Context: an optimization exercise on an open-source flow, tuned for small area and few clock cycles per item. The choices shown serve that exercise and are no tape-out recipe. No functional check of the RTL was part of any run shown here.

==> flow/design.v (outline; a module is shown in full before it is edited, if it fits) <==
// module fp_mult_pipe: 1695 lines
// module fp_mult_fa: 10 lines
// module fp_mult_ha: 9 lines
// module fp_mult_han: 9 lines
// module fp_mult_add: 293 lines
module fp_mult_pipe #(
    parameter int EXP_W = 8,
    parameter int MAN_W = 23
) (
    input  logic                   clk,
    input  logic                   rst_n,
    input  logic                   in_valid,
    output logic                   in_ready,
    input  logic [EXP_W+MAN_W:0]   a,
    input  logic [EXP_W+MAN_W:0]   b,
    output logic                   out_valid,
    input  logic                   out_ready,
    output logic [EXP_W+MAN_W:0]   product,
    output logic [4:0]             flags
);
  // ...
==> flow/flow/run.sh <==
#!/bin/bash
# Standard layout, with the port buffers taken from the smallest buffer cell.
export BUFFER_PORTS_ARGS="-buffer_cell sky130_fd_sc_hd__buf_2"
bash standard.sh > standard.log 2>&1
==> flow/standard.sh <==
#!/bin/bash
# synth_recipe.tcl (not shown) runs the flow's synth.tcl, then flattens the netlist and writes it again
# the make line also repeats each setting of config.mk as NAME=value (left out here)
make -C /OpenROAD-flow-scripts/flow DESIGN_CONFIG=/design/flow/config.mk WORK_HOME=/design/flow/orfs CLKGATE_MAP_FILE= SYNTH_SCRIPT=/design/flow/synth_recipe.tcl "${@:-finish}"
==> flow/config.mk <==
export PLATFORM = sky130hd
export DESIGN_NAME = fp_mult_pipe
export DESIGN_NICKNAME = fp_mult_pipe
export VERILOG_FILES = /design/flow/design.v
export SDC_FILE = /design/flow/constraint.sdc
export NUM_CORES = 4
export LEC_CHECK = 0
export CAP_MARGIN = 20
export CORE_MARGIN = 2
export CORE_UTILIZATION = 40
export GPL_TIMING_DRIVEN = 0
export SETUP_SLACK_MARGIN = 0.05
export SLEW_MARGIN = 20
export SYNTH_HIERARCHICAL = 1
==> flow/constraint.sdc <==
create_clock -name core_clock -period 7.5 [get_ports {clk}]
set_input_delay 1.5000 -clock core_clock [delete_from_list [all_inputs] [get_ports {clk}]]
set_output_delay 1.5000 -clock core_clock [all_outputs]
set_load 0.01 [all_outputs]
==> results.yml, run 1 <==
outcome:
  status: "complete, no violations"
synth:
  synthAdderAreaFrac: 0.595
  synth_compound_area_frac: 0.0623
  synth_edf_count: 40
  synth_top_flop_cell: "edfxtp_1"
  synthTopCellsByArea: "fa_1, nand2_1, edfxtp_1"
min_path:
  hold_path_depth: 2
  hp-start: "v_r"
finish:
  clock_buffers: 6
  top_regs: "p_r: 26 flops, e_r: 9 flops"
  largest_register_ffs: 26
  regArea_um2: 1230
  fin_area_um2: 21800
  nMultiInputCombCells: 1579
clocking:
  clk_latency_ps: 280
  clkTransAtPathRegs_ps: 60
  cts-resized-gates: 326
grt:
  grt_use_met3: 0.0620
  grt_util_met2: 0.417
  grt_pass1_wl_mm: 91.7
  use_met1: 0.322
sta:
  max_freq_ghz: 0.135
  worst_pin_slew_ps: 641
  rsz0062_at_grt: "true"
drt:
  met3_length_mm: 5.18
  finalWirelength_mm: 59.3
placement:
  dp_slack_ps: -1460
worst_setup_path:
  crit_arrival_ps: 7420
  required_ps: 7520
  worst-path-stages: 21
  path_common_cell: "fa_2"
==> run 2, diff against run 1 <==
--- a/flow/design.v
+++ b/flow/design.v
@@ -22,20 +22,20 @@
     logic        v_r;
     logic [47:22] p_r;
     logic        st_r;
     logic [8:0]  e_r;
     logic        s_r;
     logic        f_r;     
     logic        m1_r;    
     logic        m2_r;    
-    logic        hi_s, ru_hi_s, ru_lo_s, ru_s, ao_mid_s, rc_s, inexact_s;
-    logic [22:0] mant_s, man_out_s;
-    logic [1:0]  inc_s;
-    logic [7:0]  ex0_s, ex_s;
+    logic        hi_s, guard_s, sticky_s, round_up_s;
+    logic [23:0] mant_s;
+    logic [24:0] rounded_s;
+    logic [9:0]  e1_s;
     logic        ovf_s, unf_s;
     assign in_ready  = ~(v_r & ~out_ready);
     assign out_valid = v_r;
     assign a_zero_s = (a[30:23] == 8'h00);
     assign b_zero_s = (b[30:23] == 8'h00);
     assign a_max_s  = (a[30:23] == 8'hFF);
     assign b_max_s  = (b[30:23] == 8'hFF);
     assign a_mz_s   = (a[22:0] == 23'd0);
@@ -1650,51 +1650,41 @@
             st_r <= st_s;
             e_r  <= {1'b0, a[30:23]} + {1'b0, b[30:23]};
             s_r  <= sign_s & ~(nan_s | inv_s);
             f_r  <= nan_s | inf_s;
             m1_r <= (nan_s | inv_s) | (~inf_s & zero_s);
             m2_r <= inv_s;
         end
     end
-    assign hi_s      = p_r[47];
-    assign ru_hi_s   = p_r[23] & (st_r | p_r[22] | p_r[24]);
-    assign ru_lo_s   = p_r[22] & (st_r | p_r[23]);
-    assign ru_s      = hi_s ? ru_hi_s : ru_lo_s;
-    assign ao_mid_s  = &p_r[45:24];
-    assign rc_s      = hi_s ? (ru_hi_s & ao_mid_s & p_r[46]) : (ru_lo_s & ao_mid_s & p_r[23]);
-    assign mant_s    = hi_s ? p_r[46:24] : p_r[45:23];
-    assign man_out_s = mant_s + {22'd0, ru_s};
-    assign inexact_s = st_r | p_r[22] | (hi_s & p_r[23]);
-    assign inc_s     = {1'b0, hi_s} + {1'b0, rc_s};
-    assign ex0_s     = e_r[7:0] + 8'd129;
-    assign ex_s      = ex0_s + {6'd0, inc_s};
-    always_comb begin
-        case (inc_s)
-            2'd0:    begin ovf_s = (e_r >= 9'd382); unf_s = (e_r <= 9'd127); end
-            2'd1:    begin ovf_s = (e_r >= 9'd381); unf_s = (e_r <= 9'd126); end
-            default: begin ovf_s = (e_r >= 9'd380); unf_s = (e_r <= 9'd125); end
-        endcase
-    end
+    assign hi_s       = p_r[47];
+    assign mant_s     = hi_s ? p_r[47:24] : p_r[46:23];
+    assign guard_s    = hi_s ? p_r[23] : p_r[22];
+    assign sticky_s   = st_r | (hi_s & p_r[22]);
+    assign round_up_s = guard_s & (sticky_s | mant_s[0]);
+    assign rounded_s  = {1'b0, mant_s} + {24'd0, round_up_s};
+    assign e1_s       = {1'b0, e_r} + {9'd0, hi_s} + {9'd0, rounded_s[24]};
+    assign ovf_s      = (e1_s >= 10'd382);
+    assign unf_s      = (e1_s <= 10'd127);
     always_comb begin
         if (f_r) begin
             product = {s_r, 8'hFF, m1_r, 22'd0};
             flags   = {m2_r, 4'b0001};
         end else if (m1_r) begin
             product = {s_r, 31'd0};
             flags   = 5'b00000;
         end else if (ovf_s) begin
             product = {s_r, 8'hFF, 23'd0};
             flags   = 5'b01010;
         end else if (unf_s) begin
             product = {s_r, 31'd0};
             flags   = 5'b00110;
         end else begin
-            product = {s_r, ex_s, man_out_s};
-            flags   = {3'b000, inexact_s, 1'b0};
+            product = {s_r, e1_s[7:0] + 8'd129, rounded_s[22:0]};
+            flags   = {3'b000, guard_s | sticky_s, 1'b0};
         end
     end
 endmodule
 module fp_mult_fa (
     input  logic x,
     input  logic y,
     input  logic z,
     output logic s,
==> results.yml, run 2 <==
worst_setup_path:
  reg2reg_from: "v_r"
  worst-path-stages: 21
  crit_end: "p_r[47]"
  required_ps: 7530
  cpMaxStageDelayCell: "fa_2"
  ff2ff_setup_slack_ps: 6180
  end_kind: "flip-flop"
  max_stage_delay_ps: 600
  path_delay_family: "adder cells"
  path_buf_inv: 3
  path_max_fanout: 10
  worstSetupPathType: "in2reg"
  ff2ff_path_depth: 2
  path_cells: "clkbuf_4 -> clkbuf_16 -> nand2_1 -> fa_1 -> fa_2 -> fa_2 -> fa_2 -> fa_2 -> fa_2 -> fa_1 -> inv_2 -> ha_4 -> a211oi_2 -> o21ai_2 -> a41oi_2 -> o21ai_2 -> a31oi_4 -> o31a_4 -> o21ai_4 -> a21oi_2 -> xnor2_1"
  crit_arrival_ps: 7350
  path_common_cell: "fa_2"
  startpoint: "b[8]"
  crit_path_start_kind: "input port"
  r2r_end: "e_r[3]"
synth:
  synth_edf_count: 40
  syn_inst: 1939
  yosysWarnings: 7
  ys_ff_latch: 41
  ys_types: 82
  synthTopCellsByArea: "fa_1, nand2_1, edfxtp_1"
  ys_seq_area_frac: 0.0655
  yosysMostFrequentCell: "nand2_1"
  synth.avg_cell_area_um2: 9.65
  synth_common_cells: "nand2_1, fa_1, inv_1, clkbuf_1, nor2_1"
  synth.top_cell.area_share: 0.550
  synth_top_cell_by_area: "fa_1"
  synth-async-reset-ratio: 0.0244
  synth_top_flop_cell: "edfxtp_1"
  syn_area_um2: 18700
finish:
  layout-area-overhead-vs-synth_pct: 15.6
  final_cell_mix: "nand2_1, fa_1, inv_1"
  n_fill_cell: 4332
  nets: 2684
  largest_register_ffs: 26
  n_antenna_cell: 0
  finish.utilization: 0.467
  regMostFlops: "p_r"
  drive_above_1_share: 0.164
  layout_commonest_cell: "nand2_1"
  fin_cells: 2652
  top_regs: "p_r: 26 flops, e_r: 9 flops"
floorplan:
  core.rowCount: 79
  core_um2: 46400
  dieArea_um2: 48500
  die_h_um: 220
  start_util: 0.404
  die-width_um: 220
  top_level_ports: 107
placement:
  dpl.cell_count: 2632
  gp_congestion: 0.954
  dpl.hpwl_mm: 48.0
  portBuffers: 60
clocking:
  cts_tree: "done"
  cts_made_buffers: 5
  cts.sinks: 41
  htree_levels: 2
  clk_latency_ps: 280
  cts_buffer_depth: 2
  clockRootBuffer: "clkbuf_16"
  clkTransAtPathRegs_ps: 60
drt:
  vias: 14600
  drtIter0Drc: 1125
  drt-pass1-iter-count: 7
  avgViaCountPerCell: 5.50
  ant_nets: 0
  drcViolationCount: 0
  finalWirelength_mm: 59.1
  wl_per_cell_um: 22.3
sta:
  worst_pin_slew_ps: 724
  setup_viol: 0
  relSlewSlack: 0.517
  tns_ps: 0
  max_freq_ghz: 0.137
  fin_crit_ps: 7320
  rsz0062_at_grt: "true"
  fin_crit_sh: 0.976
  finalClockSkew_ps: 7.43
  hold_ws_ps: 863
  finalHoldViolCount: 0
  drv_slew: 0
min_path:
  hold_path_depth: 2
  hold_path.class: "reg2reg"
grt:
  use_met1: 0.343
  top_usage_layer: "met2"
  grt_pass1_wl_mm: 90.9
  grt_util_met2: 0.403
  grt_use_met3: 0.0414
  grt_max_degree: 26
  overflow: 0
  antenna_found_initial: 1
  grt_pass1_vias: 15700
  grtUsageTotal: 0.249
outcome:
  status: "complete, no violations"
run:
  max_cap_viol_count: 0
run 2: changes by cell type in the layout (fill, tap and decap cells not counted), sizes merged, moves of 4 or more:
cell,before,now
nor2,49,59
clkbuf,94,98
nor3,22,8
mux2i,10,17
xnor2,37,58
and3,9,5
buf,154,134
inv,171,163
mux2,7,1
nand3,12,21
run 2: area by class of cell:
cell class                      count  area [µm²]  area share
Sequential cell                    41        1230      0.0567
Buffer                            154        1750      0.0809
Tap cell                          607         759      0.0351
Inverter                          163         612      0.0283
Clock inverter                      3        46.3     0.00214
Timing Repair Buffer               73         418      0.0193
Clock buffer                        5         125     0.00578
Multi-Input combinational cell   1606       16700       0.772
run 2: metal layers:
metal | wire length [µm] | part of all wire | vias up
met1 | 24200 | 0.41 | 7540
met2 | 27500 | 0.47 | 746
met5 | 18 | 0.00030 | -
met4 | 2160 | 0.036 | 2
met3 | 5240 | 0.089 | 117
li1 | - | - | 6178
run 2: what timing repair did:
item / CTS / global route
endpoints found under the setup margin: 27 / 49
pin swaps: 13 / 33
hold buffers: 0 / 0
setup buffers: 6 / 6
gates resized for setup: 315 / 171
run 2: per-stage QoR:
step / cell area [µm²] / worst slack [ps]
3_5_place_dp: 19900 / -1340
3_3_place_gp: 19900 / -1370
6_report: 21600 / 182
4_1_cts: 21200 / 51.1
2_1_floorplan: 18800 / 53.8
5_1_grt: 21600 / 1.69
run 2: worst min path at each step:
stage,start,to,slack [ps]
after floorplan,rst_n,v_r,1200
after global placement,rst_n,v_r,1270
after detailed placement,v_r,v_r,880
after CTS,v_r,v_r,900
after global routing,rst_n,v_r,960
final,v_r,v_r,860
run 2: cell families after synthesis:
kind of cell | synth area share
other | 0.000401
adder cells (fa/ha/maj) | 0.589
buffers and inverters | 0.0653
AO/OA/AOI/OAI | 0.0609
flip-flops | 0.0655
multiplexers | 0.00970
AND/OR/NAND/NOR | 0.170
XOR/XNOR | 0.0393
run 2: Yosys stat by module, one instance, submodules excluded:
| module | cell area [µm²] | copies in the design | flip-flops and latches |
|---|---|---|---|
| fp_mult_pipe | 6280 | 1 | 41 |
| fp_mult_add | 2300 | 1 | 0 |
| fp_mult_fa | 20.0 | 506 | 0 |
run 2: worst register-to-register path, stage by stage, from the launching register on:
cell	delay [ps]
dfrtp_1	390
nand2b_2	370
buf_16	250

-- separate check: timing with driven ports --
The results above use ideal ports. As a check the final layouts listed here were re-extracted and re-timed, cells and wires unchanged. Step 1, drivers: a clkbuf_16 drives clk and a buf_2 each remaining input, both assumed. Step 2 also shifts input and output timing later by t, the mid clock arrival at the registers, as if the neighbouring blocks saw the same clock. Slacks: no drivers / after step 1 / after step 2; pairs: no drivers / after step 1.
run	t (ns)	setup slack, ns	clock arrival spread, ns	worst register clock-pin slew, ns	pins driven straight from the clock port
run 1	0.326	0.097 / 0.056 / -0.269	0.005 / 0.005	0.06 / 0.06	1
run 2	0.315	0.182 / 0.190 / -0.125	0.010 / 0.010	0.06 / 0.06	1
With both steps, setup timing fails in run 1 and run 2, where it was met with ideal ports. The setup slack of run 1, which loses most, moves by -0.041 ns with the drivers and by -0.366 ns with both steps.
